What follows belongs to an exercise in optimizing a design on an open flow for small area, a short achievable clock period and few clock cycles per item; a production flow would make more cautious choices.
The RTL was checked by simulation tests, not by an equivalence proof against the original design.

## v21
## nn_top
module nn_top #(
  parameter int data_w = 16,
  parameter int frac_w = 8
) (
  input  wire                clk,
  input  wire                rst_n,
  input  wire                in_valid_w1,
  input  wire                in_valid_w2,
  input  wire                in_valid_d,
  input  wire  [data_w-1:0]  weight1,
  input  wire  [data_w-1:0]  weight2,
  input  wire  [data_w-1:0]  data_point,
  output logic               out_valid,
  output logic [data_w-1:0]  out
);
  logic                                  first_next;
  logic                                  fresh_next;
  logic                                  d3_ok_hold;
  logic [nn_pkg::n_in-1:0]               k_next;
  logic                                  l2_next;
  logic [nn_pkg::n_w1-1:0]               w1_ok;
  logic [nn_pkg::n_hid-1:0]              w2_ok;
  logic [nn_pkg::n_in-1:0]               d_ok;
  logic                                  l2;
  logic                                  rot_d;
  logic [nn_pkg::n_w1-1:0][data_w-1:0]   w1;
  logic [nn_pkg::n_hid-1:0][data_w-1:0]  w2;
  logic [nn_pkg::n_in-1:0][data_w-1:0]   d;
  logic [nn_pkg::n_hid-1:0][data_w-1:0]  pa;
  logic [nn_pkg::n_hid-1:0][data_w-1:0]  pb;
  logic [nn_pkg::n_hid-1:0]              pc;
  ...
Size in the first run: about 3100 cells after synthesis, roughly 70 I/O pins.
==> flow/config.mk <==
export PLATFORM = sky130hd
export DESIGN_NAME = nn_top
export DESIGN_NICKNAME = nn_top
export VERILOG_FILES = /design/flow/design.v
export SDC_FILE = /design/flow/constraint.sdc
export NUM_CORES = 4
export LEC_CHECK = 0
export CAP_MARGIN = 20
export CORE_MARGIN = 2
export CORE_UTILIZATION = 60
export SLEW_MARGIN = 20
==> flow/constraint.sdc <==
create_clock -name core_clock -period 12.0 [get_ports {clk}]
set_input_delay 2.4000 -clock core_clock [delete_from_list [all_inputs] [get_ports {clk}]]
set_output_delay 2.4000 -clock core_clock [all_outputs]
set_load 0.01 [all_outputs]
standard.sh (not shown) runs the stock make flow with config.mk's settings and CLKGATE_MAP_FILE= SYNTH_SCRIPT=/design/flow/synth_recipe.tcl, a recipe that flattens the netlist after the stock synthesis.
==> flow/flow/run.sh <==
#!/bin/bash
set -euo pipefail
M=7.4
R=orfs/results/sky130hd/nn_top/base
bash standard.sh SETUP_SLACK_MARGIN=$M synth > synth_flow.log 2>&1
cp $R/1_2_yosys.v $R/1_2_yosys_orig.v
python3 flow/fa_polarity.py $R/1_2_yosys_orig.v $R/1_2_yosys_fapol.v > fa_polarity.log 2>&1
python3 flow/out_adder.py $R/1_2_yosys_fapol.v $R/1_2_yosys_oadd.v > out_adder.log 2>&1
cp $R/1_2_yosys_oadd.v $R/1_2_yosys.v
rm -f $R/1_synth.odb $R/1_synth.sdc
bash standard.sh SETUP_SLACK_MARGIN=$M finish > standard_flow.log 2>&1
Other scripts of this flow, unchanged in this note and not shown: flow/flow/fa_polarity.py, flow/flow/out_adder.py
Testbench counts of v21, summed over its fixed seeds: cycles 22,400, inferences 3,200.
Changes in v5 relative to v21:
Settings: swapping 60 for 55 in CORE_UTILIZATION.
-- flow/flow/run.sh --
<<< v21, line 3
M=7.4
>>> v5, line 3
M=7.0
B="-buffer_cell sky130_fd_sc_hd__buf_2"
<<< v21, line 5
bash standard.sh SETUP_SLACK_MARGIN=$M synth > synth_flow.log 2>&1
>>> v5, line 6
bash standard.sh SETUP_SLACK_MARGIN=$M "BUFFER_PORTS_ARGS=$B" synth > synth_flow.log 2>&1
<<< v21, line 11
bash standard.sh SETUP_SLACK_MARGIN=$M finish > standard_flow.log 2>&1
>>> v5, line 12
bash standard.sh SETUP_SLACK_MARGIN=$M "BUFFER_PORTS_ARGS=$B" finish > standard_flow.log 2>&1
Findings:
- Final standard cell area without fillers was higher in v21 than in v5.
- As far as area after synthesis goes, v5 and v21 are indistinguishable; the numbers are identical.
- The fraction of area in clock buffers and inverters number comes out higher for v5 vs v21.
> inputs changed (v5 -> v10)
Settings: setting PLACE_DENSITY to 0.75 for the first time; changing CORE_UTILIZATION from 55 to 40; setting CTS_BUF_LIST to sky130_fd_sc_hd__clkbuf_8 sky130_fd_sc_hd__clkbuf_16 for the first time.
==> comparison <==
- Summary of the comparison: per-cell via count in the routed design is lower in v10, relative to v5.
- Diff v5 -> v10 | post-layout minimum cycle time | increase of 0.011 ns
- Relative to v5, the final cell area reported for v10 is lower.
- Area fraction of clock buffers and clock inverters is lower on v10
- Area growth from synthesis to final layout: v5 and v10 compared, higher one is v5
### v10 -> v2
Settings: clearing PLACE_DENSITY, which used to be 0.75; clearing CTS_BUF_LIST, which used to be sky130_fd_sc_hd__clkbuf_8 sky130_fd_sc_hd__clkbuf_16.
-- flow/flow/run.sh --
<<< v10, line 3
M=7.0
B="-buffer_cell sky130_fd_sc_hd__buf_2"
>>> v2, line 3
M=7.4
<<< v10, line 6
bash standard.sh SETUP_SLACK_MARGIN=$M "BUFFER_PORTS_ARGS=$B" synth > synth_flow.log 2>&1
>>> v2, line 5
bash standard.sh SETUP_SLACK_MARGIN=$M synth > synth_flow.log 2>&1
<<< v10, line 12
bash standard.sh SETUP_SLACK_MARGIN=$M "BUFFER_PORTS_ARGS=$B" finish > standard_flow.log 2>&1
>>> v2, line 11
bash standard.sh SETUP_SLACK_MARGIN=$M finish > standard_flow.log 2>&1
### Flow results
Row final clock period utilization by the worst path: v2 lower / v10 higher
v2 vs. v10: finished layout cell area went up by about 11%, number of vias per cell after detailed routing dropped 2.4%, number of buffers inserted during clock tree synthesis shows an increase of about 5.6%, largest net degree at the start of global routing up 9.3%, setup slack up 0.025 ns.
From v10 to v2 the numbers moved as follows: routed wire length climbed 8.9%, area added between synthesis and finish went up by 13 points, instance count on the critical path lost 8, utilization after layout grew by 5.1 points.
## Diff of input files: v44 against v2
-- flow/flow/run.sh --
<<< v2, line 3
M=7.4
>>> v44, line 3
M=7.0
B="-buffer_cell sky130_fd_sc_hd__buf_2"
<<< v2, line 5
bash standard.sh SETUP_SLACK_MARGIN=$M synth > synth_flow.log 2>&1
>>> v44, line 6
bash standard.sh SETUP_SLACK_MARGIN=$M "BUFFER_PORTS_ARGS=$B" synth > synth_flow.log 2>&1
<<< v2, line 11
bash standard.sh SETUP_SLACK_MARGIN=$M finish > standard_flow.log 2>&1
>>> v44, line 12
bash standard.sh SETUP_SLACK_MARGIN=$M "BUFFER_PORTS_ARGS=$B" finish > standard_flow.log 2>&1
### Flow results
- Each of the runs, namely v2 and v44, reached the end of the flow and came out clean.
- Relative to v2, post-layout instance area has gone down in v44.
- Looking at category of the critical setup timing path, the flop to flop result is from v44; the flop to primary output one comes from v2.
- Comparing v2 and v44, the lower final critical-path required period is on v2.

---

== job 1886 ==
nn_top again, from the RTL that the note above started with.
==> flow/config.mk <==
export PLATFORM = sky130hd
export DESIGN_NAME = nn_top
export DESIGN_NICKNAME = nn_top
export VERILOG_FILES = /design/flow/design.v
export SDC_FILE = /design/flow/constraint.sdc
export NUM_CORES = 4
export LEC_CHECK = 0
export CAP_MARGIN = 20
export CORE_MARGIN = 2
export CORE_UTILIZATION = 40
export CTS_BUF_LIST = sky130_fd_sc_hd__clkbuf_4 sky130_fd_sc_hd__clkbuf_8
export SLEW_MARGIN = 20
==> flow/constraint.sdc <==
create_clock -name core_clock -period 12.0 [get_ports {clk}]
set_input_delay 2.4000 -clock core_clock [delete_from_list [all_inputs] [get_ports {clk}]]
set_output_delay 2.4000 -clock core_clock [all_outputs]
set_load 0.01 [all_outputs]
==> flow/flow/run.sh <==
#!/bin/bash
set -euo pipefail
M=7.0
B="-buffer_cell sky130_fd_sc_hd__buf_2"
R=orfs/results/sky130hd/nn_top/base
bash standard.sh SETUP_SLACK_MARGIN=$M "BUFFER_PORTS_ARGS=$B" synth > synth_flow.log 2>&1
cp $R/1_2_yosys.v $R/1_2_yosys_orig.v
python3 flow/fa_polarity.py $R/1_2_yosys_orig.v $R/1_2_yosys_fapol.v > fa_polarity.log 2>&1
python3 flow/out_adder.py $R/1_2_yosys_fapol.v $R/1_2_yosys_oadd.v > out_adder.log 2>&1
cp $R/1_2_yosys_oadd.v $R/1_2_yosys.v
rm -f $R/1_synth.odb $R/1_synth.sdc
bash standard.sh SETUP_SLACK_MARGIN=$M "BUFFER_PORTS_ARGS=$B" finish > standard_flow.log 2>&1
Other scripts of this flow, unchanged in this note and not shown: flow/flow/fa_polarity.py, flow/flow/out_adder.py
Job 1886 finished every step from synthesis to the final layout, and the layout passed the timing, DRC and antenna checks.
Testbench counts of job 1886, summed over its fixed seeds: cycles 22,400, inferences 3,200.
The following lists how job 5907 was set up differently from job 1886:
- removing CTS_BUF_LIST (formerly sky130_fd_sc_hd__clkbuf_4 sky130_fd_sc_hd__clkbuf_8)
- setting PLACE_DENSITY to 0.75 for the first time
Findings:
Job 5907 completed end to end with timing, DRC and antenna clean. Summary of job 5907 over job 1886: max-slew headroom at the worst pin rose 2.1 points, combined flip-flop and latch cell area about even, first-iteration DRC count rose 20%.
### job 5907 -> job 9929
- removing PLACE_DENSITY (formerly 0.75)
==> flow/flow/run.sh <==
#!/bin/bash
set -euo pipefail
M=7.0
R=orfs/results/sky130hd/nn_top/base
bash standard.sh SETUP_SLACK_MARGIN=$M synth > synth_flow.log 2>&1
cp $R/1_2_yosys.v $R/1_2_yosys_orig.v
python3 flow/fa_polarity.py $R/1_2_yosys_orig.v $R/1_2_yosys_fapol.v > fa_polarity.log 2>&1
python3 flow/out_adder.py $R/1_2_yosys_fapol.v $R/1_2_yosys_oadd.v > out_adder.log 2>&1
cp $R/1_2_yosys_oadd.v $R/1_2_yosys.v
rm -f $R/1_synth.odb $R/1_synth.sdc
bash standard.sh SETUP_SLACK_MARGIN=$M finish > standard_flow.log 2>&1
Notes after the runs:
As of job 9929, via count of the first global-routing pass had fallen by a few percent compared to job 5907. Going from job 5907 to job 9929, count of plain and timing-repair buffers in the layout shows an increase of 9.4%, layout overhead on the synthesized area shows an increase of 1.9 points, total number of vias shows a reduction of 2.6%, count of non-filler cells in the finished layout shows an increase of 13. When the final numbers for job 9929 and job 5907 were put side by side, the design area turned out to be smaller in job 5907. Diff job 5907 -> job 9929: setup slack now sits higher, final routed wire length divided by cell count now sits higher. Worst setup path endpoint: u_hidden.g_lane[0].u_lane.m[15] -> job 5907, out[7] -> job 9929.

---

== v23 ==
Starting RTL as in the previous note.
clock: 12.0 ns
lec_check: 0
cap_margin: 20
core_margin: 2
core_utilization: 40
cts_cluster_size: 20
place_density: 0.75
slew_margin: 20
==> flow/flow/run.sh <==
#!/bin/bash
set -euo pipefail
M=7.0
B="-buffer_cell sky130_fd_sc_hd__buf_2"
R=orfs/results/sky130hd/nn_top/base
bash standard.sh SETUP_SLACK_MARGIN=$M "BUFFER_PORTS_ARGS=$B" synth > synth_flow.log 2>&1
cp $R/1_2_yosys.v $R/1_2_yosys_orig.v
python3 flow/fa_polarity.py $R/1_2_yosys_orig.v $R/1_2_yosys_fapol.v > fa_polarity.log 2>&1
python3 flow/out_adder.py $R/1_2_yosys_fapol.v $R/1_2_yosys_oadd.v > out_adder.log 2>&1
cp $R/1_2_yosys_oadd.v $R/1_2_yosys.v
rm -f $R/1_synth.odb $R/1_synth.sdc
bash standard.sh SETUP_SLACK_MARGIN=$M "BUFFER_PORTS_ARGS=$B" finish > standard_flow.log 2>&1
Other scripts of this flow, unchanged in this note and not shown: flow/flow/fa_polarity.py, flow/flow/out_adder.py
v23 ended with every stage complete and zero timing, DRC or antenna violations.
Testbench counts of v23, summed over its fixed seeds: cycles 22,400, inferences 3,200.
Input changes introduced in v31 (baseline for comparison: v23):
Settings: removing CTS_CLUSTER_SIZE (formerly 20); removing PLACE_DENSITY (formerly 0.75).
==> flow/flow/run.sh <==
#!/bin/bash
set -euo pipefail
M=6.8
R=orfs/results/sky130hd/nn_top/base
bash standard.sh SETUP_SLACK_MARGIN=$M synth > synth_flow.log 2>&1
cp $R/1_2_yosys.v $R/1_2_yosys_orig.v
python3 flow/fa_polarity.py $R/1_2_yosys_orig.v $R/1_2_yosys_fapol.v > fa_polarity.log 2>&1
python3 flow/out_adder.py $R/1_2_yosys_fapol.v $R/1_2_yosys_oadd.v > out_adder.log 2>&1
cp $R/1_2_yosys_oadd.v $R/1_2_yosys.v
rm -f $R/1_synth.odb $R/1_synth.sdc
bash standard.sh SETUP_SLACK_MARGIN=$M finish > standard_flow.log 2>&1
## What came out
Per the final summary, v31 finished and its layout is clean on timing, DRC and antenna. | time the worst path needs with I/O delays and setup | v31 vs v23 | 120 ps higher |. Of v31 and v23, it is v31 that has the higher total stage count of the critical path. In the reports for v23 and v31, the larger total routed wirelength belongs to v31. Changes observed in v31 relative to v23: non-clock buffer count went down by 6.5%, register area shrank by about 0.9%. Share of the clock period used by the worst path sits higher in v31 than in v23. Summary of v31 over v23: placed cell count shows no meaningful change, worst setup slack after layout shows a reduction of 120 ps. Compared to v23, v31 has first-iteration DRC count 638 lower. Register-to-register slack: v31 vs v23 down 120 ps.

[separate check: timing with driven ports]
How much do the figures lean on ideal ports? The routed layouts below were timed once more, with nothing changed but the port constraints. Step 1 (the two cells are an assumption about what drives the block):
set clk [get_ports {clk}]
set_driving_cell -lib_cell sky130_fd_sc_hd__clkbuf_16 $clk
set_driving_cell -lib_cell sky130_fd_sc_hd__buf_2 [delete_from_list [all_inputs] $clk]
Step 2 moves the port delays by t, midway between the first and last clock arrival at a register: inputs arrive t later, outputs are due t later. That takes back most of the time a late clock gives input paths. Slacks: ideal / step 1 / step 2; pairs: ideal / step 1.
run	t (ns)	setup slack, ns	worst setup path after step 2	slew at the worst register clock pin (ns)	cell pins on the clock port's net
v21	0.696	7.034 / 7.034 / 7.034	register to register	0.07 / 0.07	1
v5	0.691	7.065 / 7.056 / 7.065	register to register	0.07 / 0.07	1
v10	0.674	7.054 / 7.054 / 7.054	register to register	0.07 / 0.07	1
v2	0.690	7.080 / 7.016 / 7.097	register to register	0.07 / 0.07	1
v44	0.697	7.021 / 7.021 / 7.021	register to register	0.07 / 0.07	1
job 1886	0.752	7.118 / 7.056 / 7.120	register to register	0.08 / 0.08	1
job 5907	0.675	7.060 / 7.060 / 7.060	register to register	0.07 / 0.07	1
job 9929	0.680	7.078 / 7.011 / 7.099	register to register	0.07 / 0.07	1
v23	0.675	7.060 / 7.060 / 7.060	register to register	0.07 / 0.07	1
v31	0.672	6.940 / 6.903 / 6.940	register to register	0.07 / 0.07	1
After both steps every run listed still meets setup and hold.
